From an optimization exercise on the open Yosys and OpenROAD flow, aimed at small area; shortcuts taken in it are not production practice.
Only simulation tests tie the RTL to the original design; equivalence was not proved.

==> inputs of v23 <==
Design mult_quat, start of the top module:
module mult_quat (
    input  logic             clk,
    input  logic             rst,
    input  logic             in_valid,
    input  logic [WIDTH-1:0] w_in1,
    input  logic [WIDTH-1:0] i_in1,
    input  logic [WIDTH-1:0] j_in1,
    input  logic [WIDTH-1:0] k_in1,
    input  logic [WIDTH-1:0] w_in2,
    input  logic [WIDTH-1:0] i_in2,
    input  logic [WIDTH-1:0] j_in2,
    input  logic [WIDTH-1:0] k_in2,
    output logic             out_valid,
    output logic [WIDTH-1:0] w_out,
    output logic [WIDTH-1:0] i_out,
    output logic [WIDTH-1:0] j_out,
    output logic [WIDTH-1:0] k_out
);
    logic v1, v2;
    wire signed [15:0] a1 = w_in1;
    wire signed [15:0] b1 = i_in1;
    wire signed [15:0] c1 = j_in1;
    wire signed [15:0] d1 = k_in1;
    wire signed [15:0] a2 = w_in2;
    wire signed [15:0] b2 = i_in2;
    wire signed [15:0] c2 = j_in2;
    wire signed [15:0] d2 = k_in2;
    wire [16:0] xs1, ys1;
    wire [16:0] xs1_c;
    qha u_xs1_0 (.a(d1[0]), .b(b1[0]), .s(xs1[0]), .co(xs1_c[1]));
    qfa u_xs1_1 (.a(d1[1]), .b(b1[1]), .c(xs1_c[1]), .s(xs1[1]), .co(xs1_c[2]));
    qfa u_xs1_2 (.a(d1[2]), .b(b1[2]), .c(xs1_c[2]), .s(xs1[2]), .co(xs1_c[3]));
    qfa u_xs1_3 (.a(d1[3]), .b(b1[3]), .c(xs1_c[3]), .s(xs1[3]), .co(xs1_c[4]));
    qfa u_xs1_4 (.a(d1[4]), .b(b1[4]), .c(xs1_c[4]), .s(xs1[4]), .co(xs1_c[5]));
    qfa u_xs1_5 (.a(d1[5]), .b(b1[5]), .c(xs1_c[5]), .s(xs1[5]), .co(xs1_c[6]));
    qfa u_xs1_6 (.a(d1[6]), .b(b1[6]), .c(xs1_c[6]), .s(xs1[6]), .co(xs1_c[7]));
  ...
clock: 9.0 ns
lec_check: 0
cap_margin: 0
core_margin: 2
core_utilization: 70
cts_cluster_diameter: 80
cts_cluster_size: 30
slew_margin: 0
synth_hierarchical: 1
synth_minimum_keep_size: 0
standard.sh (not shown) runs the stock make flow with config.mk's settings and CLKGATE_MAP_FILE= SYNTH_SCRIPT=/design/flow/synth_recipe.tcl, a recipe that flattens the netlist after the stock synthesis.
==> flow/flow/run.sh <==
#!/bin/bash
# The standard layout with two changes:
#  - between synthesis and floorplan, every combinational cell that synthesis
#    mapped to a larger drive strength is swapped for the smallest one of the
#    same function (same pins); placement and timing repair then size up or
#    buffer only where the design needs it;
#  - the buffers placed on every input and output port are buf_1 cells.
set -euo pipefail
work=$(pwd)
ports="BUFFER_PORTS_ARGS=-buffer_cell sky130_fd_sc_hd__buf_1"
bash standard.sh "$ports" synth > synth.log 2>&1
results=$(ls -d "$work"/orfs/results/*/mult_quat/base)
RESULTS="$results" openroad -no_init -exit flow/downsize.tcl > downsize.log 2>&1
# the SDC written with the netlist must not look older than the edited database
touch "$results/1_synth.sdc"
bash standard.sh "$ports" finish > layout.log 2>&1
==> flow/flow/downsize.tcl <==
# Swap every combinational cell the synthesis upsized for its smallest drive strength;
# the placement and timing repair later size up again wherever timing needs it.
set results $::env(RESULTS)
read_db $results/1_synth.odb
set db [ord::get_db]
set block [[$db getChip] getBlock]
set n 0
foreach inst [$block getInsts] {
  set name [[$inst getMaster] getName]
  if {![regexp {^(sky130_fd_sc_hd__[a-z0-9]+)_([0-9]+)$} $name -> base sz]} { continue }
  if {$sz == 1 || $sz == 0} { continue }
  if {[regexp {df|dl|sdf|edf|buf|inv|clk|conb|tap|fill|decap|diode|probe|lpflow} $base]} { continue }
  set m1 [$db findMaster ${base}_1]
  if {$m1 == "NULL" || $m1 == ""} { continue }
  $inst swapMaster $m1
  incr n
}
puts "downsized $n instances"
write_db $results/1_synth.odb
==> inputs of v18, as changes to v23 <==
==> flow/flow/run.sh (replaced) <==
#!/bin/bash
# The standard layout with one extra step between synthesis and floorplan:
# every combinational cell that synthesis mapped to a larger drive strength is
# swapped for the smallest one of the same function (same pins); placement and
# timing repair then size up or buffer only where the design needs it.
set -euo pipefail
work=$(pwd)
bash standard.sh synth > synth.log 2>&1
results=$(ls -d "$work"/orfs/results/*/mult_quat/base)
RESULTS="$results" openroad -no_init -exit flow/downsize.tcl > downsize.log 2>&1
# the SDC written with the netlist must not look older than the edited database
touch "$results/1_synth.sdc"
bash standard.sh > layout.log 2>&1
==> inputs of v19, as changes to v23 <==
==> flow/flow/run.sh (replaced) <==
#!/bin/bash
# The standard layout with three changes:
#  - between synthesis and floorplan, every combinational cell that synthesis
#    mapped to a larger drive strength is swapped for the smallest one of the
#    same function (same pins); placement and timing repair then size up or
#    buffer only where the design needs it;
#  - the buffers placed on every input and output port are buf_1 cells;
#  - clock tree synthesis adds no dummy load cells.
set -euo pipefail
work=$(pwd)
ports="BUFFER_PORTS_ARGS=-buffer_cell sky130_fd_sc_hd__buf_1"
cts="CTS_ARGS=-sink_clustering_enable -repair_clock_nets -sink_clustering_size 30 -sink_clustering_max_diameter 80 -dont_use_dummy_load"
bash standard.sh "$ports" "$cts" synth > synth.log 2>&1
results=$(ls -d "$work"/orfs/results/*/mult_quat/base)
RESULTS="$results" openroad -no_init -exit flow/downsize.tcl > downsize.log 2>&1
# the SDC written with the netlist must not look older than the edited database
touch "$results/1_synth.sdc"
bash standard.sh "$ports" "$cts" finish > layout.log 2>&1
==> metrics.yaml <==
status:
  status: "complete, no violations"
grt:
  grt_max_degree: 36
  grt_antenna_before_repair: 25
  met1_usage_pct: 65.2
cts:
  clock_latency_ns: 0.69
  cts_buffers: 31
setup_path:
  r2r_end: "r_w[10]"
  endpoint: "r_w[10]"
finish:
  signal_buffers: 546
  signal_buffer_area_fraction_pct: 4.10
sta:
  fin_crit_sh_pct: 97.1
routing:
  vias: 60800
The numbers above come from v23.

==> metrics.yaml <==
status:
  status: "complete, no violations"
setup_path:
  rr_worst_depth: 23
  endpoint: "r_i[19]"
  rr_startpoint: "y4_r[2]"
  r2r_end: "r_i[19]"
cts:
  cts_buffers: 30
finish:
  multi_input_cells: 5567
  signal_buffer_area_fraction_pct: 5.61
  num-fill-cells: 7232
  signal_buffers: 562
grt:
  first_global_vias: 63600
  grt_max_degree: 34
sta:
  fin_crit_sh_pct: 96.4
routing:
  vias: 60300
  ant_nets: 0
  wl_met2_mm: 110
The numbers above come from v18.

==> metrics.yaml <==
status:
  status: "complete, no violations"
cts:
  clock_latency_ns: 0.70
grt:
  grt_max_degree: 36
  met1_usage_pct: 65.2
  grt_antenna_before_repair: 29
sta:
  fin_crit_sh_pct: 97.5
  tightest_slew_ns: 1.26
finish:
  signal_buffers: 546
  signal_buffer_area_fraction_pct: 4.13
placement:
  placedInstanceArea_mm2: 0.0819
routing:
  vias: 60800
  met3_length_mm: 50.8
setup_path:
  endpoint: "r_j[19]"
  r2r_end: "r_j[19]"
worst_hold_path:
  min_path_type: "reg -> reg"
The numbers above come from v19.

separate check: timing with driven ports:
How much do the figures lean on ideal ports? The routed layouts below were timed once more, with nothing changed but the port constraints.
Step 1 assumes that a clkbuf_16 drives the clock port and a buf_2 every other input.
Step 2 moves the port delays by t, midway between the first and last clock arrival at a register: inputs arrive t later, outputs are due t later. That takes back most of the time a late clock gives input paths.
Three values: ideal ports, drivers, drivers and shift; two values: the first two.
run | t (ns) | setup slack, ns | cell pins on the clock port's net
v23 | 0.768 | 0.265 / 0.265 / 0.265 | 1
v18 | 0.795 | 0.320 / 0.320 / -0.121 | 1
v19 | 0.746 | 0.228 / 0.228 / 0.228 | 1
Met with ideal ports but missed after step 2: setup timing in v18. For v18, which loses most, drivers alone change the setup slack by 0.000 ns; drivers and shift together by -0.441 ns.
